Source: an optimization exercise on an open RTL-to-GDS flow (aim: small area, a short achievable clock period and few clock cycles). Production flows keep margins and buffers that such runs may drop. Only simulation tests tie the RTL to the original design; equivalence was not proved.

==> flow/design.v (outline; a module is shown in full before it is edited, if it fits) <==
// module ex_operand_prep: 27 lines
// module ex_alu: 55 lines
// module ex_multiplier: 1226 lines
// module ex_fa: 4 lines
// module ex_ha: 4 lines
// module ex_divider: 167 lines
// module ex_result_select: 20 lines
// module ex_stage: 61 lines
module ex_stage (
    input  logic           clk,
    input  logic           rst_n,
    input  logic           d_hready,
    input  ex_pkg::ex_op_t op,
    input  ex_pkg::xlen_t  op1,
    input  ex_pkg::xlen_t  op2,
    output ex_pkg::xlen_t  ex_res,
    output ex_pkg::xlen_t  addr_res,
    output logic           div_busy
);
  // ...
==> flow/flow/run.sh <==
#!/bin/bash
# The standard layout (standard.sh: the standard synthesis and ORFS steps,
# the standard flow's clock period and constraints), with two changes to how the layout is
# made: the port buffers are buf_2 cells instead of the slow delay-buffer cell
# buffer_ports picks by default (every port still gets its buffer), and the
# timing repair may aim for the setup slack in flow/setup_margin.txt.
set -euo pipefail
margin=$(cat flow/setup_margin.txt)
export BUFFER_PORTS_ARGS="-buffer_cell sky130_fd_sc_hd__buf_2"
sed -E "s/SETUP_SLACK_MARGIN=[0-9.]+/SETUP_SLACK_MARGIN=${margin}/" standard.sh > standard_margin.sh
grep -q "SETUP_SLACK_MARGIN=${margin}" standard_margin.sh
bash standard_margin.sh finish > flow_make.log 2>&1
test -f out/final.def
==> flow/flow/setup_margin.txt <==
5
==> flow/standard.sh <==
#!/bin/bash
# synth_recipe.tcl (not shown) runs the flow's synth.tcl, then flattens the netlist and writes it again
# the make line also repeats each setting of config.mk as NAME=value (left out here)
make -C /OpenROAD-flow-scripts/flow DESIGN_CONFIG=/design/flow/config.mk WORK_HOME=/design/flow/orfs CLKGATE_MAP_FILE= SYNTH_SCRIPT=/design/flow/synth_recipe.tcl "${@:-finish}"
==> flow/config.mk <==
export PLATFORM = sky130hd
export DESIGN_NAME = ex_stage
export DESIGN_NICKNAME = ex_stage
export VERILOG_FILES = /design/flow/design.v
export SDC_FILE = /design/flow/constraint.sdc
export NUM_CORES = 4
export LEC_CHECK = 0
export ABC_AREA = 1
export CAP_MARGIN = 20
export CORE_MARGIN = 2
export CORE_UTILIZATION = 55
export SETUP_SLACK_MARGIN = 5
export SLEW_MARGIN = 20
export SYNTH_HIERARCHICAL = 1
export SYNTH_MINIMUM_KEEP_SIZE = 0
==> flow/constraint.sdc <==
create_clock -name core_clock -period 21.0 [get_ports {clk}]
set_input_delay 4.2000 -clock core_clock [delete_from_list [all_inputs] [get_ports {clk}]]
set_output_delay 4.2000 -clock core_clock [all_outputs]
set_load 0.01 [all_outputs]
==> results.tsv, run 1 <==
stage	metric	value	unit
detailed_routing	wl	200000	um
synthesis	synth_top_area_frac	0.259	
cts	clock_sinks	70	
finish	seq_cell_count	70	
synthesis	ys_warn_count	18	
cts	ctsResizeCount	158	
synthesis	synth_area_leaders	fa_1, xor2_1, nand2_1, ha_1, o22ai_1	
synthesis	post-synth-top-area-cell	fa_1	
finish	reg_top3	u_divider.x_q x64, u_divider.cnt_q x3	
status	status	timing/DRC/antenna clean	
critical_path	cp-endpoint	ex_res[19]	
critical_path	r2r_slack	8510	ps
global_routing	antenna_found_initial	12	
global_routing	busiest_layer	met2	
critical_path	slowest_delay	720	ps
detailed_routing	wl_met2	84400	um
synthesis	yosys-top-cells-count	nand2_1, xor2_1, inv_1, fa_1, o22ai_1	
finish	multi_input_area	40000	um^2
critical_path	crit_path_end_kind	output port	
worst_hold_path	hold_end	u_divider.cnt_q[2]	
synthesis	syn_area_per_cell	7.37	um^2
critical_path	worstSetupStartpoint	op[2]	
detailed_routing	drt_iter0_drc	6035	
global_routing	use_met3	0.116	
timing	fin_crit	15950	ps
timing	rsz0062_at_grt	false	
synthesis	yosysMostFrequentCell	nand2_1	
finish	inv_count	629	
cts	numCtsBuffers	9	
die	core-area	81700	um^2
die	tapCellCount	1070	
finish	instances_no_fill	7149	
global_routing	grt_remaining_overflow	0	
timing	final_hold_viol_count	0	
critical_path	cp-start-kind	input port	
critical_path	critPathRequiredTime	16800	ps
timing	skew	11.7	ps
Testbench counts, summed over its fixed seeds: cycles 7,562.
==> module ex_stage, before the edit <==
module ex_stage (
    input  logic           clk,
    input  logic           rst_n,
    input  logic           d_hready,
    input  ex_pkg::ex_op_t op,
    input  ex_pkg::xlen_t  op1,
    input  ex_pkg::xlen_t  op2,
    output ex_pkg::xlen_t  ex_res,
    output ex_pkg::xlen_t  addr_res,
    output logic           div_busy
);
    ex_pkg::ex_prep_t    prep;
    ex_pkg::xlen_t       alu_res;
    ex_pkg::xlen_t       div_res;
    logic [63:0]         prod;
    logic [32:0]         sh_y;
    logic [32:0]         mul_y;
    ex_operand_prep u_operand_prep (
        .op   (op),
        .op1  (op1),
        .op2  (op2),
        .prep (prep)
    );
    ex_alu u_alu (
        .prep     (prep),
        .op1      (op1),
        .op2      (op2),
        .alu_res  (alu_res),
        .addr_res (addr_res)
    );
    always_comb begin
        for (int j = 0; j < 33; j++) begin
            if (j == 32)            sh_y[j] = 1'b0;
            else if (prep.shift_l)  sh_y[j] = (op2[4:0] == 5'(j));
            else                    sh_y[j] = (op2[4:0] == 5'((32 - j) % 32));
        end
    end
    assign mul_y = prep.shift ? sh_y : (prep.sign_b ? {op2[31], op2} : {1'b0, op2});
    ex_multiplier u_multiplier (
        .x (prep.sign_a ? {op1[31], op1} : {1'b0, op1}),
        .y (mul_y),
        .p (prod)
    );
    ex_divider u_divider (
        .clk      (clk),
        .rst_n    (rst_n),
        .d_hready (d_hready),
        .prep     (prep),
        .op1      (op1),
        .op2      (op2),
        .div_res  (div_res),
        .div_busy (div_busy)
    );
    ex_result_select u_result_select (
        .prep    (prep),
        .alu_res (alu_res),
        .prod    (prod),
        .div_res (div_res),
        .ex_res  (ex_res)
    );
endmodule
==> run 2, diff against run 1 <==
--- a/flow/design.v
+++ b/flow/design.v
@@ -122,35 +122,38 @@
             default:                alu_res = '0;
         endcase
     end
 endmodule
 `timescale 1ns/100ps
 module ex_multiplier (
     input  logic [32:0] x,
     input  logic [32:0] y,
+    input  logic        sh,        
+    input  logic [16:0] sh_one,    
+    input  logic [16:0] sh_two,
     output logic [63:0] p
 );
     logic [35:0] yy;
     logic [34:0] xx;
     logic [16:0] one, two, neg;
     logic [33:0] pp [17];
     logic [63:0] ra, rb;
     assign yy = {y[32], y[32], y, 1'b0};
     assign xx = {x, 1'b0};
     genvar gi, gj;
     generate
         for (gi = 0; gi < 17; gi++) begin : g_enc
             logic b0, b1, b2;
             assign b0 = yy[2*gi];
             assign b1 = yy[2*gi+1];
             assign b2 = yy[2*gi+2];
-            assign one[gi] = b0 ^ b1;
-            assign two[gi] = (b2 & ~b1 & ~b0) | (~b2 & b1 & b0);
-            assign neg[gi] = b2;
+            assign one[gi] = ((b0 ^ b1) & ~sh) | sh_one[gi];
+            assign two[gi] = (((b2 & ~b1 & ~b0) | (~b2 & b1 & b0)) & ~sh) | sh_two[gi];
+            assign neg[gi] = b2 & ~sh;
             for (gj = 0; gj <= 33; gj++) begin : g_pp
                 if (gj < 33)
                     assign pp[gi][gj] = ((one[gi] & xx[gj+1]) | (two[gi] & xx[gj])) ^ neg[gi];
                 else
                     assign pp[gi][gj] = ((one[gi] & xx[33]) | (two[gi] & xx[33])) ^ neg[gi];
             end
         end
     endgenerate
@@ -1558,43 +1561,50 @@
     output ex_pkg::xlen_t  ex_res,
     output ex_pkg::xlen_t  addr_res,
     output logic           div_busy
 );
     ex_pkg::ex_prep_t    prep;
     ex_pkg::xlen_t       alu_res;
     ex_pkg::xlen_t       div_res;
     logic [63:0]         prod;
-    logic [32:0]         sh_y;
-    logic [32:0]         mul_y;
+    logic [16:0]         sh_one;
+    logic [16:0]         sh_two;
     ex_operand_prep u_operand_prep (
         .op   (op),
         .op1  (op1),
         .op2  (op2),
         .prep (prep)
     );
     ex_alu u_alu (
         .prep     (prep),
         .op1      (op1),
         .op2      (op2),
         .alu_res  (alu_res),
         .addr_res (addr_res)
     );
     always_comb begin
-        for (int j = 0; j < 33; j++) begin
-            if (j == 32)            sh_y[j] = 1'b0;
-            else if (prep.shift_l)  sh_y[j] = (op2[4:0] == 5'(j));
-            else                    sh_y[j] = (op2[4:0] == 5'((32 - j) % 32));
+        for (int i = 0; i < 17; i++) begin
+            sh_one[i] = 1'b0;
+            sh_two[i] = 1'b0;
+            if (i < 16) begin
+                sh_one[i] = prep.shift & (prep.shift_l ? (op2[4:0] == 5'(2 * i))
+                                                        : (op2[4:0] == 5'((32 - 2 * i) % 32)));
+                sh_two[i] = prep.shift & (prep.shift_l ? (op2[4:0] == 5'(2 * i + 1))
+                                                        : (op2[4:0] == 5'(31 - 2 * i)));
+            end
         end
     end
-    assign mul_y = prep.shift ? sh_y : (prep.sign_b ? {op2[31], op2} : {1'b0, op2});
     ex_multiplier u_multiplier (
-        .x (prep.sign_a ? {op1[31], op1} : {1'b0, op1}),
-        .y (mul_y),
-        .p (prod)
+        .x      (prep.sign_a ? {op1[31], op1} : {1'b0, op1}),
+        .y      (prep.sign_b ? {op2[31], op2} : {1'b0, op2}),
+        .sh     (prep.shift),
+        .sh_one (sh_one),
+        .sh_two (sh_two),
+        .p      (prod)
     );
     ex_divider u_divider (
         .clk      (clk),
         .rst_n    (rst_n),
         .d_hready (d_hready),
         .prep     (prep),
         .op1      (op1),
         .op2      (op2),
==> run 2 against run 1 <==
Net effect:
- hold slack worse by 27 ps
- sequential cell count stayed put
- utilization is 1.6 points lower
- clock skew is 3.2 ps lower
- non-clock buffer count is 45 lower
- synthesized area is 1.2% higher
- via count is 0.36% lower
- die area is 1.2% higher
- count of clock-buffer cells in the layout is 2 lower
- worst setup slack better by 140 ps
- critical endpoint is now ex_res[26]
==> results.tsv, run 2 <==
stage	metric	value	unit	change
synthesis	async_reset_ff_frac	0		unchanged
critical_path	worstSetupStartpoint	op[1]		was op[2]
cts	h-tree-depth	3		unchanged
place	place.gp.congestion	1.08		was 1.02
synthesis	yosysMostFrequentCell	nand2_1		unchanged
timing	final.setup.worst_slack	5200	ps	was 5050 ps
detailed_routing	vias	45709		was 45.9k
timing	skew	8.43	ps	was 11.7 ps
timing	fin_crit	15800	ps	was 15950 ps
timing	rsz0062_at_grt	true		was false
die	die_w	292	um	was 290 um
synthesis	synth_area_leaders	fa_1, xor2_1, nand2_1, ha_1, o22ai_1		unchanged
synthesis	synth_area	45700	um^2	was 45100 um^2
finish	drive_gt1_frac	0.0969		was 0.120
die	start_util	0.556		was 0.552
timing	timing.fmax	63.3	MHz	was 62.7 MHz
die	dieArea	85400	um^2	was 84400 um^2
cts	clock_sinks	70		unchanged
finish	stdcell_area	48200	um^2	was 49300 um^2
critical_path	reg2reg_from	u_divider.neg_b_q		unchanged
detailed_routing	wl_per_cell	26.8	um	was 28.0 um
finish	regMostFlops	u_divider.x_q		unchanged
finish	antennaDiodeCount	0		was 1
cts	cts_tree	done		unchanged
critical_path	slowest_delay	580	ps	was 720 ps
status	status	timing/DRC/antenna clean		unchanged
critical_path	worstPathMaxFanout	22		was 20
global_routing	grt_usage	0.437		was 0.454
timing	maxSlewHeadroom	0.226		was 0.308
global_routing	antenna_found_initial	3		was 12
cts	clockBufferDepth	2		unchanged
die	core-area	82100	um^2	was 81700 um^2
synthesis	yosysSeqAreaShare	0.0449		was 0.0455
finish	area_growth_syn_to_layout	5.56	%	was 9.14%
synthesis	post-synth-top-area-cell	fa_1		unchanged
critical_path	cp_num_buf_inv	9		was 10
cts	clkSlewWorstSetupHoldPaths	60	ps	about the same
timing	fin_tns_setup	0	ps	unchanged
finish	most-common-layout-cells	nand2_1, xor2_1, inv_1, fa_1, o22ai_1		unchanged
synthesis	ys_types	70		was 60
cts	numCtsBuffers	9		unchanged
critical_path	worst_path_max_delay_cell	fa_1		unchanged
global_routing	grt_remaining_overflow	0		unchanged
timing	final_hold_viol_count	0		unchanged
critical_path	cp_common_cell	nand2_1		unchanged
detailed_routing	drc_errors	0		unchanged
critical_path	cp.arrival	11600	ps	was 11750 ps
critical_path	critPathRequiredTime	16800	ps	about the same
critical_path	crit_type	input port to output port		unchanged
timing	worst_pin_slew	1160	ps	was 1040 ps
cts	clk-insertion-delay-late	340	ps	was 360 ps
place	placed_area	46600	um^2	was 46200 um^2
synthesis	synth_top_area_frac	0.255		was 0.259
finish	nNetsFinal	7054		was 7062
synthesis	ys.flop_type	edfxtp_1		unchanged
die	pin_count	137		unchanged
detailed_routing	final_antenna_net_count	0		unchanged
synthesis	ys_warn_count	18		unchanged
synthesis	yosys-top-cells-count	nand2_1, xor2_1, inv_1, fa_1, o22ai_1		unchanged
critical_path	critPathTopFamily	adder cells		unchanged
place	dp_worst_setup_slack	3290	ps	was 2200 ps
finish	largest_reg_flops	64		unchanged
critical_path	crit_path_end_kind	output port		unchanged
finish	final_common_cell	nand2_1		unchanged
detailed_routing	drt_iter0_drc	5846		was 6035
global_routing	grt_pass1_vias	44530		about the same
place	portBuffers	136		unchanged
place	hpwl	138000	um	was 141000 um
worst_hold_path	min_from	u_divider.cnt_q[1]		was u_divider.cnt_q[2]
timing	setup_viol	0		unchanged
cts	cts-root-buf	clkbuf_16		unchanged
global_routing	grt_max_degree	67		was 65
synthesis	ys_ff_latch	70		unchanged
synthesis	synth_edf_count	65		unchanged
global_routing	grt_pass1_wl	281000	um	was 289000 um
flow_run	cap_violations	0		unchanged
die	die_height	292	um	was 290 um
synthesis	syn_area_per_cell	7.42	um^2	was 7.37 um^2
timing	post-route-period-util	0.753		was 0.759
die	core.rowCount	105		unchanged
synthesis	netlist_instances	6153		was 6125
detailed_routing	wl	191000	um	was 200000 um
worst_hold_path	hold_class	flop to flop		unchanged
timing	drv_slew	0		unchanged
detailed_routing	drt_first_pass_iters	8		unchanged
critical_path	cp-start-kind	input port		unchanged
detailed_routing	vias_per_cell	6.40		was 6.42
finish	fillers	7922		was 7814
finish	reg_top3	u_divider.x_q x64, u_divider.cnt_q x3		unchanged
==> run 2: cell type report <==
class	instances	area, um^2	share of cell area
clock buffers	10	229	0.00475
clock inverters	6	85.1	0.00176
inverters	672	2670	0.0554
multi-input cells	5021	39600	0.822
flip-flops and latches	70	2050	0.0426
well taps	1070	1340	0.0278
repair buffers	286	2160	0.0448
repair inverters	5	42.5	0.000882
==> run 2: timing repair <==
item,CTS,global route
resized for setup,67,121
gates cloned,4,9
buffers inserted,7,23
pin swaps,3,7
endpoints found under the setup margin,65,65
hold buffers,0,0
==> run 2: tightest hold or removal path, cell delays in order (launching register included) <==
cell and delay (ps):
dfxtp_1 310, nand2_1 60, a21oi_1 50
==> run 2: logic make-up after synthesis <==
group / count (synthesis) / share of synthesized area
adders and majority gates: 917 / 0.347
other: 2 / 0.000164
DFF: 70 / 0.0449
AOI/OAI and AO/OA: 1129 / 0.153
xor gates and xnor gates: 770 / 0.148
muxes: 10 / 0.00219
and+or+nand+nor: 2175 / 0.205
buffers and inverters: 1080 / 0.100
==> run 2: metal layers <==
metal | global-route usage | vias to the layer above | routed length [um]
li1 | - | 20033 | -
met1 | 0.556 | 21837 | 71700
met2 | 0.660 | 3109 | 80900
met3 | 0.129 | 724 | 24900
met4 | 0.252 | 6 | 14000
met5 | 0 | - | 40
==> run 2: worst paths after layout <==
path / depth (start not counted) / slack [ps] / endpoint
hold reg to reg: 2 / 470 / u_divider.cnt_q[1]
setup reg to reg: 68 / 9040 / u_divider.x_q[63]
hold / removal: 2 / 470 / u_divider.cnt_q[1]
setup / recovery: 37 / 5200 / ex_res[26]
==> run 2: through the flow <==
| stage | utilization | hold WS, ps | std cells |
|---|---|---|---|
| final | 0.587 | 467 | 7140 |
| after global routing | 0.587 | 499 | 7140 |
| after CTS | 0.577 | 472 | 7108 |
| after detailed placement | 0.568 | 463 | 7081 |
| after global placement | 0.568 | 456 | 7081 |
| after floorplan | - | 445 | 6169 |
==> run 2: per-module statistics from Yosys, one instance, submodules excluded <==
| module | cell area (um^2) | copies in the design | cells |
|---|---|---|---|
| ex_multiplier | 14500 | 1 | 2325 |
| ex_alu | 4170 | 1 | 580 |
| ex_result_select | 1250 | 1 | 249 |
| ex_stage | 891 | 1 | 211 |
| ex_operand_prep | 173 | 1 | 35 |
| ex_divider | 14500 | 1 | 2226 |
| ex_ha | 12.5 | 46 | 1 |
| ex_fa | 20.0 | 481 | 1 |
Testbench counts of run 2, summed over its fixed seeds: cycles 7,562.
==> run 3, diff against run 2 <==
==> flow/flow/setup_margin.txt (replaced) <==
5.5
==> run 3 against run 2 <==
Net effect:
- non-clock buffer count up 66
- register-to-register slack gained 370 ps
- routed wire length rose by 3.4%
- die area stayed put
- still clean on timing, DRC and antenna
- global-route usage is 0.76 points higher
- highest routed layer unchanged
- count of clock-buffer cells in the layout unchanged
==> results.tsv, run 3 <==
stage	metric	value	unit	change
critical_path	reg2reg_from	u_divider.neg_b_q		unchanged
detailed_routing	vias	46342		was 45.7k
global_routing	antenna_found_initial	2		was 3
status	status	timing/DRC/antenna clean		unchanged
finish	regMostFlops	u_divider.x_q		unchanged
critical_path	cp-start-kind	input port		unchanged
finish	area_growth_syn_to_layout	10.0	%	was 5.56%
finish	nNetsFinal	7126		was 7054
timing	skew	9.46	ps	was 8.43 ps
synthesis	ys_warn_count	18		unchanged
synthesis	yosys-top-cells-count	nand2_1, xor2_1, inv_1, fa_1, o22ai_1		unchanged
finish	largest_reg_flops	64		unchanged
timing	fin_crit	15450	ps	was 15800 ps
place	portBuffers	136		unchanged
place	hpwl	138000	um	unchanged
cts	clockBufferDepth	2		unchanged
global_routing	grt_remaining_overflow	0		unchanged
timing	worst_pin_slew	1190	ps	was 1160 ps
worst_hold_path	hold_class	flop to flop		unchanged
synthesis	ys.flop_type	edfxtp_1		unchanged
detailed_routing	drt_iter0_drc	6037		was 5846
timing	setup_viol	0		unchanged
critical_path	cp.arrival	11250	ps	was 11600 ps
detailed_routing	drc_errors	0		unchanged
synthesis	ys_ff_latch	70		unchanged
synthesis	async_reset_ff_frac	0		unchanged
timing	post-route-period-util	0.736		was 0.753
detailed_routing	wl_per_cell	27.5	um	was 26.8 um
synthesis	yosysSeqAreaShare	0.0449		unchanged
synthesis	syn_area_per_cell	7.42	um^2	unchanged
critical_path	crit_type	input port to output port		unchanged
finish	most-common-layout-cells	nand2_1, xor2_1, inv_1, fa_1, o22ai_1		unchanged
synthesis	synth_edf_count	65		unchanged
critical_path	cp_num_buf_inv	10		was 9
critical_path	critPathRequiredTime	16800	ps	about the same
detailed_routing	wl	198000	um	was 191000 um
die	core.rowCount	105		unchanged
detailed_routing	drt_first_pass_iters	8		unchanged
critical_path	reg2reg_depth	70		was 68
critical_path	worst_path_max_delay_cell	fa_2		was fa_1
die	dieArea	85400	um^2	unchanged
die	start_util	0.556		unchanged
synthesis	yosysMostFrequentCell	nand2_1		unchanged
cts	h-tree-depth	3		unchanged
die	pin_count	137		unchanged
die	die_w	292	um	unchanged
cts	clkSlewWorstSetupHoldPaths	60	ps	about the same
worst_hold_path	min_path_cells	2		unchanged
synthesis	netlist_instances	6153		unchanged
timing	drv_slew	0		unchanged
place	place.gp.congestion	1.08		unchanged
timing	maxSlewHeadroom	0.205		was 0.226
cts	cts_tree	done		unchanged
global_routing	grt_max_degree	67		unchanged
synthesis	synth_area	45700	um^2	unchanged
timing	fin_tns_setup	0	ps	unchanged
synthesis	synth_top_area_frac	0.255		unchanged
cts	cts-root-buf	clkbuf_16		unchanged
finish	final_common_cell	nand2_1		unchanged
global_routing	grt_pass1_vias	44979		was 44.5k
global_routing	grt_usage	0.444		was 0.437
critical_path	r2r_slack	9410	ps	was 9040 ps
cts	clock_sinks	70		unchanged
detailed_routing	vias_per_cell	6.42		was 6.40
timing	rsz0062_at_grt	true		unchanged
detailed_routing	final_antenna_net_count	0		unchanged
synthesis	post-synth-top-area-cell	fa_1		unchanged
critical_path	crit_path_end_kind	output port		unchanged
worst_hold_path	min_from	u_divider.cnt_q[1]		unchanged
timing	worst_hold_slack	471	ps	was 467 ps
die	die_height	292	um	unchanged
critical_path	critPathTopFamily	adder cells		unchanged
global_routing	grt_pass1_wl	285000	um	was 281000 um
cts	clk-insertion-delay-late	340	ps	about the same
synthesis	ys_types	70		unchanged
critical_path	cp_common_cell	nand2_1		unchanged
critical_path	worstPathMaxFanout	33		was 22
cts	holdBufCountCts	0		unchanged
flow_run	cap_violations	0		unchanged
critical_path	slowest_delay	650	ps	was 580 ps
critical_path	r2r_end	u_divider.x_q[63]		unchanged
synthesis	synth_area_leaders	fa_1, xor2_1, nand2_1, ha_1, o22ai_1		unchanged
timing	timing.fmax	64.7	MHz	was 63.3 MHz
finish	reg_top3	u_divider.x_q x64, u_divider.cnt_q x3		unchanged
worst_hold_path	hold_end	u_divider.cnt_q[1]		unchanged
cts	numCtsBuffers	9		unchanged
finish	drive_gt1_frac	0.132		was 0.0969
timing	final_hold_viol_count	0		unchanged
die	core-area	82100	um^2	unchanged
## run 3: repair_timing
action	CTS	global route
resized for setup	176	276
pin swaps	15	76
setup endpoints to repair	65	65
setup buffers	32	58
gates cloned	12	13
## run 3: how the worst max path moves through the flow
stage / startpoint / to / slack [ps] / cells past startpoint
global placement: op2[1] / u_divider.x_q[62] / 3460 / 68
detailed placement: op2[1] / u_divider.x_q[41] / 3290 / 64
floorplan: op[2] / ex_res[1] / 6360 / 30
global route: op[2] / ex_res[28] / 5380 / 38
CTS: op[0] / ex_res[26] / 5480 / 38
finish: op[2] / ex_res[30] / 5550 / 35
## run 3: metrics by stage
| step | instance area (um^2) | std cells | utilization | setup WS [ps] |
|---|---|---|---|---|
| 2_1_floorplan | 45700 | 6169 | - | 6360 |
| 3_3_place_gp | 46600 | 7081 | 0.568 | 3460 |
| 3_5_place_dp | 46600 | 7081 | 0.568 | 3290 |
| 4_1_cts | 48200 | 7141 | 0.587 | 5480 |
| 5_1_grt | 50300 | 7212 | 0.612 | 5380 |
| 6_report | 50300 | 7213 | 0.612 | 5550 |
## run 3: tightest hold or removal path, cell delays in order (launching register included)
cell and delay, ps:
dfxtp_1 310, nand2_1 60, a21oi_1 50
## run 3: logic make-up after synthesis
group	after synthesis	synth area share
multiplexers	10	0.00219
AO/OA/AOI/OAI	1129	0.153
buffers and inverters	1080	0.100
XOR/XNOR	770	0.148
other	2	0.000164
adder cells (fa/ha/maj)	917	0.347
flip-flops	70	0.0449
AND/OR/NAND/NOR	2175	0.205
## run 3: per-module statistics from Yosys (local to each module, per instance)
| module | area, um^2 | flops+latches | cells | times used |
|---|---|---|---|---|
| ex_alu | 4170 | 0 | 580 | 1 |
| ex_divider | 14500 | 70 | 2226 | 1 |
| ex_fa | 20.0 | 0 | 1 | 481 |
| ex_ha | 12.5 | 0 | 1 | 46 |
| ex_multiplier | 14500 | 0 | 2325 | 1 |
| ex_operand_prep | 173 | 0 | 35 | 1 |
| ex_result_select | 1250 | 0 | 249 | 1 |
| ex_stage | 891 | 0 | 211 | 1 |
## run 3: final cells by class
cell class                 instances  area [um^2]
antenna                            1         2.50
clock buffer                      10          229
clock inverter                     6         85.1
fill                            7657        31800
inverter                         672         2710
multi-input combinational       5024        40600
sequential                        70         2050
tap                             1070         1340
timing repair buffer             352         3180
timing repair inverter             8         73.8
## run 3: per-layer routing
layer	vias to the layer above	wire length (um)	global-route usage
li1	20180	-	-
met1	22140	73300	0.560
met2	3249	82600	0.667
met3	767	27100	0.140
met4	6	14900	0.262
met5	-	186	0.0102
==> module ex_alu, before the edit <==
module ex_alu (
    input  ex_pkg::ex_prep_t prep,
    input  ex_pkg::xlen_t    op1,
    input  ex_pkg::xlen_t    op2,
    output ex_pkg::xlen_t    alu_res,
    output ex_pkg::xlen_t    addr_res
);
    logic [32:0]      diff;
    logic                   slt;
    logic                   sltu;
    logic [32+1:0]    add_r;
    logic [32+1:0]    sub_r;
    function automatic logic [32+1:0] add33(input logic [32:0] a,
                                                  input logic [32:0] b,
                                                  input logic cin);
        logic [32:0] p0;
        logic [32:0] g;
        logic [32:0] p;
        p0 = a ^ b;
        g  = a & b;
        p  = p0;
        g[0] = g[0] | (p0[0] & cin);
        for (int l = 1; l <= 32; l = l * 2) begin
            for (int j = 2 * l - 1; j <= 32; j = j + 2 * l) begin
                g[j] = g[j] | (p[j] & g[j - l]);
                p[j] = p[j] & p[j - l];
            end
        end
        for (int l = 64; l >= 2; l = l / 2) begin
            for (int j = l + l / 2 - 1; j <= 32; j = j + l) begin
                g[j] = g[j] | (p[j] & g[j - l / 2]);
                p[j] = p[j] & p[j - l / 2];
            end
        end
        add33 = {g[32], p0 ^ {g[32-1:0], cin}};
    endfunction
    assign add_r    = add33({1'b0, op1}, {1'b0, op2}, 1'b0);
    assign addr_res = add_r[32-1:0];
    assign sub_r = add33({1'b0, op1}, {1'b1, ~op2}, 1'b1);
    assign diff  = sub_r[32:0];
    assign sltu = diff[32];
    assign slt  = (op1[32-1] ^ op2[32-1]) ? op1[32-1] : diff[32-1];
    always_comb begin
        case (prep.op)
            ex_pkg::OP_ADD:                 alu_res = addr_res;
            ex_pkg::OP_SUB:                 alu_res = diff[32-1:0];
            ex_pkg::OP_SLT:                 alu_res = {{(32-1){1'b0}}, slt};
            ex_pkg::OP_SLTU:                alu_res = {{(32-1){1'b0}}, sltu};
            ex_pkg::OP_AND:                 alu_res = op1 & op2;
            ex_pkg::OP_OR:                  alu_res = op1 | op2;
            ex_pkg::OP_XOR:                 alu_res = op1 ^ op2;
            default:                alu_res = '0;
        endcase
    end
endmodule
==> module ex_divider, before the edit <==
module ex_divider (
    input  logic                clk,
    input  logic                rst_n,
    input  logic                d_hready,
    input  ex_pkg::ex_prep_t    prep,
    input  ex_pkg::xlen_t       op1,
    input  ex_pkg::xlen_t       op2,
    output ex_pkg::xlen_t       div_res,
    output logic                div_busy
);
    localparam int LR = 2;
    localparam int R  = 1 << LR;
    localparam int CW = 5 - LR;           
    function automatic logic [6-1:0] lzc(input logic [32-1:0] v);
        logic [15:0] v16;
        logic [7:0]  v8;
        logic [3:0]  v4;
        logic [1:0]  v2;
        logic z16, z8, z4, z2;
        z16 = (v[31:16] == 16'd0);
        v16 = z16 ? v[15:0] : v[31:16];
        z8  = (v16[15:8] == 8'd0);
        v8  = z8 ? v16[7:0] : v16[15:8];
        z4  = (v8[7:4] == 4'd0);
        v4  = z4 ? v8[3:0] : v8[7:4];
        z2  = (v4[3:2] == 2'd0);
        v2  = z2 ? v4[1:0] : v4[3:2];
        if (v == '0) lzc = 6'(32);
        else         lzc = {1'b0, z16, z8, z4, z2, ~v2[1]};
    endfunction
    function automatic logic [32+1:0] add33(input logic [32:0] a,
                                                  input logic [32:0] b,
                                                  input logic cin);
        logic [32:0] p0;
        logic [32:0] g;
        logic [32:0] p;
        p0 = a ^ b;
        g  = a & b;
        p  = p0;
        g[0] = g[0] | (p0[0] & cin);
        for (int l = 1; l <= 32; l = l * 2) begin
            for (int j = 2 * l - 1; j <= 32; j = j + 2 * l) begin
                g[j] = g[j] | (p[j] & g[j - l]);
                p[j] = p[j] & p[j - l];
            end
        end
        for (int l = 64; l >= 2; l = l / 2) begin
            for (int j = l + l / 2 - 1; j <= 32; j = j + l) begin
                g[j] = g[j] | (p[j] & g[j - l / 2]);
                p[j] = p[j] & p[j - l / 2];
            end
        end
        add33 = {g[32], p0 ^ {g[32-1:0], cin}};
    endfunction
    function automatic logic [32-1:0] cneg(input logic [32-1:0] v, input logic c);
        logic [32-1:0] o;
        o = v;
        for (int l = 1; l < 32; l = l * 2) begin
            for (int j = 32 - 1; j >= l; j--) begin
                o[j] = o[j] | o[j - l];
            end
        end
        cneg = v ^ ({o[32-2:0], 1'b0} & {32{c}});
    endfunction
    logic                 is_div;
    logic                 start;
    logic                 busy_q;
    logic                 valid_q;
    logic [CW-1:0]        cnt_q;
    logic [2*32-1:0] x_q;            
    logic [2*32-1:0] x_init;
    logic [2*32-1:0] x_step;
    logic                 div_zero;
    ex_pkg::xlen_t        mag_a;
    logic [6-1:0] lz_a;
    logic [6-1:0] lz_b;
    logic [6-1:0] k;
    logic [CW-1:0]        m;
    logic [32:0]    addend;          
    logic                 cin;
    logic                 neg_b_q;         
    ex_pkg::xlen_t        sel;
    logic                 neg_res;
    ex_pkg::xlen_t        neg_out;
    assign is_div   = (prep.unit == ex_pkg::UNIT_DIV);
    assign start    = is_div && d_hready && !busy_q && !valid_q;
    assign div_zero = (op2 == '0);
    assign neg_out = cneg(valid_q ? sel : op1, valid_q ? neg_res : prep.neg_a);
    assign mag_a   = neg_out;
    assign lz_a  = lzc(mag_a);
    assign lz_b  = lzc(op2 ^ {32{prep.neg_b}});
    always_comb begin
        if (div_zero || lz_b <= lz_a) k = '0;
        else if (lz_b - lz_a > 6'(31)) k = 6'(31);
        else k = lz_b - lz_a;
    end
    assign m = k[4:LR];    
    always_comb begin
        logic [32-1:0] rot;
        logic [32-1:0] hi;
        logic [2*32-1:0] rr;
        logic [4:0]          s;
        s   = {~m, {LR{1'b0}}};
        rot = mag_a;
        for (int b = 4; b >= LR; b--) begin
            rr = {rot, rot} << (1 << b);
            if (s[b]) rot = rr[2*32-1:32];
        end
        for (int j = 0; j < 32; j++) begin
            hi[j] = (5'(j) >= s);
        end
        x_init = {rot & ~hi, (rot & hi) | ({32{div_zero}} & ~hi)};
    end
    assign addend = {1'b1, op2 ^ {32{~neg_b_q}}};
    assign cin    = ~neg_b_q;
    logic [32:0] st_ps  [R];
    logic [32:0] st_sum [R];
    logic              st_fit [R];
    logic [32+1:0] st_r [R];
    logic [32-1:0] st_p [R+1];
    logic [32-1:0] st_q [R+1];
    assign st_p[0] = x_q[2*32-1:32];
    assign st_q[0] = x_q[32-1:0];
    genvar gi;
    generate
        for (gi = 0; gi < R; gi++) begin : g_step
            assign st_ps[gi] = {st_p[gi], st_q[gi][32-1]};
            assign st_r[gi]   = add33(st_ps[gi], addend, cin);
            assign st_sum[gi] = st_r[gi][32:0];
            assign st_fit[gi] = st_r[gi][32+1];
            assign st_q[gi+1] = {st_q[gi][32-2:0], st_fit[gi]};
            assign st_p[gi+1] = st_fit[gi] ? st_sum[gi][32-1:0] : st_ps[gi][32-1:0];
        end
    endgenerate
    assign x_step = {st_p[R], st_q[R]};
    always_ff @(posedge clk) begin
        if (!rst_n) begin
            busy_q  <= 1'b0;
            valid_q <= 1'b0;
            cnt_q   <= '0;
        end else if (start) begin
            busy_q <= 1'b1;
            cnt_q  <= m;
        end else if (busy_q) begin
            if (cnt_q == '0) begin
                busy_q  <= 1'b0;
                valid_q <= 1'b1;
            end else begin
                cnt_q <= cnt_q - 1'b1;
            end
        end else if (!is_div) begin
            valid_q <= 1'b0;   
        end
    end
    always_ff @(posedge clk) begin
        if (start) begin
            x_q     <= x_init;
            neg_b_q <= prep.neg_b;
        end else if (busy_q) begin
            x_q <= x_step;
        end
    end
    assign sel     = prep.want_rem ? x_q[2*32-1:32] : x_q[32-1:0];
    assign neg_res = prep.want_rem ? prep.neg_a : ((prep.neg_a ^ prep.neg_b) & ~div_zero);
    assign div_res = neg_out;
    assign div_busy = busy_q;
endmodule
==> run 4, diff against run 3 <==
--- a/flow/design.v
+++ b/flow/design.v
@@ -73,13 +73,12 @@
     input  ex_pkg::xlen_t    op1,
     input  ex_pkg::xlen_t    op2,
     output ex_pkg::xlen_t    alu_res,
+    input  logic [32:0] diff,      
     output ex_pkg::xlen_t    addr_res
 );
-    logic [32:0]      diff;
     logic                   slt;
     logic                   sltu;
     logic [32+1:0]    add_r;
-    logic [32+1:0]    sub_r;
     function automatic logic [32+1:0] add33(input logic [32:0] a,
                                                   input logic [32:0] b,
                                                   input logic cin);
@@ -106,8 +105,6 @@
     endfunction
     assign add_r    = add33({1'b0, op1}, {1'b0, op2}, 1'b0);
     assign addr_res = add_r[32-1:0];
-    assign sub_r = add33({1'b0, op1}, {1'b1, ~op2}, 1'b1);
-    assign diff  = sub_r[32:0];
     assign sltu = diff[32];
     assign slt  = (op1[32-1] ^ op2[32-1]) ? op1[32-1] : diff[32-1];
     always_comb begin
@@ -1370,6 +1367,7 @@
     input  ex_pkg::xlen_t       op1,
     input  ex_pkg::xlen_t       op2,
     output ex_pkg::xlen_t       div_res,
+    output logic [32:0]   sub_res,         
     output logic                div_busy
 );
     localparam int LR = 2;
@@ -1429,6 +1427,7 @@
     logic                 is_div;
     logic                 start;
     logic                 busy_q;
+    logic                 dividing;
     logic                 valid_q;
     logic [CW-1:0]        cnt_q;
     logic [2*32-1:0] x_q;            
@@ -1475,8 +1474,9 @@
         end
         x_init = {rot & ~hi, (rot & hi) | ({32{div_zero}} & ~hi)};
     end
-    assign addend = {1'b1, op2 ^ {32{~neg_b_q}}};
-    assign cin    = ~neg_b_q;
+    assign dividing = busy_q & (prep.op[4] | (prep.op[3:1] == 3'b111));    
+    assign addend   = {1'b1, op2 ^ {32{~(dividing & neg_b_q)}}};
+    assign cin      = ~(dividing & neg_b_q);
     logic [32:0] st_ps  [R];
     logic [32:0] st_sum [R];
     logic              st_fit [R];
@@ -1488,7 +1488,10 @@
     genvar gi;
     generate
         for (gi = 0; gi < R; gi++) begin : g_step
-            assign st_ps[gi] = {st_p[gi], st_q[gi][32-1]};
+            if (gi == 0)
+                assign st_ps[gi] = dividing ? {st_p[gi], st_q[gi][32-1]} : {1'b0, op1};
+            else
+                assign st_ps[gi] = {st_p[gi], st_q[gi][32-1]};
             assign st_r[gi]   = add33(st_ps[gi], addend, cin);
             assign st_sum[gi] = st_r[gi][32:0];
             assign st_fit[gi] = st_r[gi][32+1];
@@ -1496,7 +1499,8 @@
             assign st_p[gi+1] = st_fit[gi] ? st_sum[gi][32-1:0] : st_ps[gi][32-1:0];
         end
     endgenerate
-    assign x_step = {st_p[R], st_q[R]};
+    assign x_step  = {st_p[R], st_q[R]};
+    assign sub_res = {~st_fit[0], st_sum[0][32-1:0]};
     always_ff @(posedge clk) begin
         if (!rst_n) begin
             busy_q  <= 1'b0;
@@ -1568,6 +1572,7 @@
     logic [63:0]         prod;
     logic [16:0]         sh_one;
     logic [16:0]         sh_two;
+    logic [32:0]         sub_res;
     ex_operand_prep u_operand_prep (
         .op   (op),
         .op1  (op1),
@@ -1579,6 +1584,7 @@
         .op1      (op1),
         .op2      (op2),
         .alu_res  (alu_res),
+        .diff     (sub_res),
         .addr_res (addr_res)
     );
     always_comb begin
@@ -1609,6 +1615,7 @@
         .op1      (op1),
         .op2      (op2),
         .div_res  (div_res),
+        .sub_res  (sub_res),
         .div_busy (div_busy)
     );
     ex_result_select u_result_select (
==> flow/flow/setup_margin.txt (replaced) <==
5
==> run 4 against run 3 <==
Net effect:
- worst setup slack worse by 480 ps
- die area is 1.0% lower
- register-to-register slack worse by 160 ps
- final cell count is 0.50% higher
- highest routed layer unchanged
==> results.tsv, run 4 <==
stage	metric	value	unit	change
status	status	timing/DRC/antenna clean		unchanged
finish	stdcell_area	48700	um^2	was 50300 um^2
timing	maxSlewHeadroom	0.234		was 0.205
global_routing	busiest_layer	met2		unchanged
synthesis	synth_area	45200	um^2	was 45700 um^2
place	hpwl	149000	um	was 138000 um
synthesis	ys_types	67		was 70
detailed_routing	drt_first_pass_iters	8		unchanged
place	place.gp.congestion	1.10		was 1.08
synthesis	synth-simple-area-share	0.211		was 0.205
synthesis	synth_xor_area_frac	0.147		was 0.148
global_routing	grt_usage	0.493		was 0.444
synthesis	muxShareOfSynthArea	0.00111		was 0.00219
detailed_routing	vias	47633		was 46.3k
timing	fin_tns_setup	0	ps	unchanged
die	core-area	81700	um^2	was 82100 um^2
die	die_w	291	um	was 292 um
cts	clock_sinks	70		unchanged
critical_path	cp.arrival	11730	ps	was 11250 ps
detailed_routing	drt_iter0_drc	6126		was 6037
place	portBuffers	136		unchanged
die	die_height	291	um	was 292 um
finish	drive_gt1_frac	0.109		was 0.132
synthesis	synth_area_leaders	fa_1, xor2_1, nand2_1, ha_1, o22ai_1		unchanged
synthesis	synth_top_area_frac	0.251		was 0.255
critical_path	worst_path_max_delay_cell	fa_1		was fa_2
timing	fin_crit	15930	ps	was 15450 ps
finish	final_common_cell	nand2_1		unchanged
detailed_routing	wl_per_cell	29.7	um	was 27.5 um
critical_path	worstPathMaxFanout	33		unchanged
synthesis	ys.flop_type	edfxtp_1		unchanged
global_routing	antenna_found_initial	10		was 2
critical_path	critPathRequiredTime	16800	ps	about the same
global_routing	grt_pass1_vias	46165		was 45.0k
synthesis	syn_area_per_cell	7.29	um^2	was 7.42 um^2
global_routing	use_met3	0.161		was 0.140
synthesis	yosysSeqAreaShare	0.0454		was 0.0449
detailed_routing	final_antenna_net_count	0		unchanged
detailed_routing	wl	215000	um	was 198000 um
finish	reg_top3	u_divider.x_q x64, u_divider.cnt_q x3		unchanged
critical_path	crit_path_end_kind	output port		unchanged
synthesis	synth_top_family_by_area	adder cells		unchanged
timing	skew	14.6	ps	was 9.46 ps
finish	most-common-layout-cells	nand2_1, xor2_1, inv_1, fa_1, o22ai_1		unchanged
die	pin_count	137		unchanged
synthesis	synth-compound-area-share	0.152		was 0.153
synthesis	synth-adder-area-share	0.334		was 0.347
timing	drv_slew	0		unchanged
place	dpl.cell_count	7137		was 7081
timing	rsz0062_at_grt	true		unchanged
timing	setup_viol	0		unchanged
timing	worst_pin_slew	1150	ps	was 1190 ps
critical_path	reg2reg_depth	66		was 70
finish	nNetsFinal	7109		was 7126
critical_path	slowest_delay	590	ps	was 650 ps
die	core.rowCount	105		unchanged
cts	cts-root-buf	clkbuf_16		unchanged
synthesis	synth_edf_count	65		unchanged
worst_hold_path	min_path_cells	2		unchanged
detailed_routing	vias_per_cell	6.57		was 6.42
detailed_routing	drc_errors	0		unchanged
finish	instances_no_fill	7249		was 7213
flow_run	cap_violations	0		unchanged
cts	clockBufferDepth	2		unchanged
timing	final.setup.worst_slack	5070	ps	was 5550 ps
global_routing	grt_pass1_wl	307000	um	was 285000 um
global_routing	grtUsageMet2	0.735		was 0.667
cts	numCtsBuffers	9		unchanged
finish	regMostFlops	u_divider.x_q		unchanged
synthesis	netlist_instances	6201		was 6153
worst_hold_path	hold_class	flop to flop		unchanged
global_routing	grt_max_degree	65		was 67
synthesis	ys_ff_latch	70		unchanged
critical_path	cp_common_cell	nand2_1		unchanged
cts	clk-insertion-delay-late	370	ps	was 340 ps
critical_path	cp-start-kind	input port		unchanged
die	start_util	0.553		was 0.556
finish	seqCellArea	2050	um^2	unchanged
critical_path	crit_type	input port to output port		unchanged
timing	post-route-period-util	0.759		was 0.736
finish	area_growth_syn_to_layout	7.71	%	was 10.0%
synthesis	async_reset_ff_frac	0		unchanged
place	dp_worst_setup_slack	1750	ps	was 3290 ps
synthesis	post-synth-top-area-cell	fa_1		unchanged
cts	h-tree-depth	3		unchanged
die	dieArea	84500	um^2	was 85400 um^2
synthesis	yosys-top-cells-count	nand2_1, xor2_1, inv_1, fa_1, o22ai_1		unchanged
synthesis	ys_warn_count	18		unchanged
global_routing	use_met1	0.573		was 0.560
cts	cts_tree	done		unchanged
place	placed_area	46200	um^2	was 46600 um^2
global_routing	grt_remaining_overflow	0		unchanged
synthesis	yosysMostFrequentCell	nand2_1		unchanged
finish	fillers	7848		was 7657
cts	holdBufCountCts	0		unchanged
timing	final_hold_viol_count	0		unchanged
cts	clkSlewWorstSetupHoldPaths	60	ps	about the same
finish	largest_reg_flops	64		unchanged
finish	multi_input_area	39100	um^2	was 40600 um^2
timing	timing.fmax	62.8	MHz	was 64.7 MHz
[run 4: layout make-up]
cell class,instances,share of cell area
repair inverters,8,0.00144
repair buffers,335,0.0579
inverters,747,0.0602
clock buffers,10,0.00470
well taps,1070,0.0275
clock inverters,6,0.00226
diodes,6,0.000308
flip-flops and latches,70,0.0422
multi-input cells,4997,0.804
[run 4: cells by family (layout without fill, tap and decap cells)]
logic type | Yosys count | after routing
muxes | 5 | 5
adders and majority gates | 869 | 869
other | 2 | 24
xor gates and xnor gates | 760 | 760
DFF | 70 | 70
buffers and inverters | 1154 | 1106
and+or+nand+nor | 2226 | 2230
AOI/OAI and AO/OA | 1115 | 1115
[run 4: worst paths after layout]
kind | from | end | slack [ps]
setup / recovery | op[1] | ex_res[1] | 5070
hold / removal | u_divider.cnt_q[1] | u_divider.cnt_q[1] | 460
setup reg to reg | u_divider.busy_q | u_divider.x_q[59] | 9250
hold reg to reg | u_divider.cnt_q[1] | u_divider.cnt_q[1] | 460
[run 4: what timing repair did]
action,in CTS,in global routing
hold endpoints to repair,0,0
endpoints found under the setup margin,65,65
pin swaps,6,24
buffers inserted,16,48
gates resized for setup,135,152
gates cloned,10,16
[run 4: critical path: cells and delay by family]
kind                       cells  cell delay (ps)
adders and majority gates      8             3570
buffers and inverters         11             1680
and+or+nand+nor               12             1480
xor gates and xnor gates       2              480
AOI/OAI and AO/OA              2              250
[run 4: per-stage QoR]
step | utilization | hold slack, ps
finish | 0.596 | 464
global route | 0.596 | 509
CTS | 0.580 | 468
detailed placement | 0.565 | 459
global placement | 0.565 | 457
floorplan | - | 445
[run 4: per-module statistics from Yosys, one instance, submodules excluded]
module / cell area [um^2] / cells inside
ex_multiplier: 14500 / 2325
ex_result_select: 1250 / 249
ex_alu: 2860 / 426
ex_operand_prep: 173 / 35
ex_ha: 12.5 / 1
ex_stage: 891 / 211
ex_divider: 15400 / 2428
ex_fa: 20.0 / 1
[run 4: layer usage]
layer / routed length, um / vias up
met5: 186 / -
met2: 89800 / 3784
met3: 28700 / 1235
li1: - / 20183
met4: 24100 / 10
met1: 72300 / 22421
Testbench counts of run 4, summed over its fixed seeds: cycles 7,562.

[re-timing with driven ports]
The flow's constraints put no driver on any port. The routed layouts listed below were extracted and timed again, unchanged, in two steps. Step 1 assumes that a clkbuf_16 drives the clock port and a buf_2 every other input. Step 2, shift: input delay + t, output delay - t, t = (earliest + latest rising clock arrival at the registers) / 2. This alone moves slack from input paths to output paths. a / b / c = ideal ports / drivers / drivers and shift; a / b = the first two.
| run | t (ns) | setup WS [ns] | worst register clock-pin slew, ns | cell pins on the clock port's net |
|---|---|---|---|---|
| run 1 | 0.398 | 5.053 / 4.964 / 4.964 | 0.07 / 0.07 | 1 |
| run 2 | 0.369 | 5.197 / 5.168 / 5.168 | 0.06 / 0.06 | 1 |
| run 3 | 0.367 | 5.546 / 5.519 / 5.519 | 0.06 / 0.06 | 1 |
| run 4 | 0.414 | 5.067 / 5.037 / 5.037 | 0.07 / 0.07 | 1 |
After both steps every run listed still meets setup and hold. The setup slack of run 1, which loses most, moves by -0.089 ns with the drivers and by -0.089 ns with both steps.
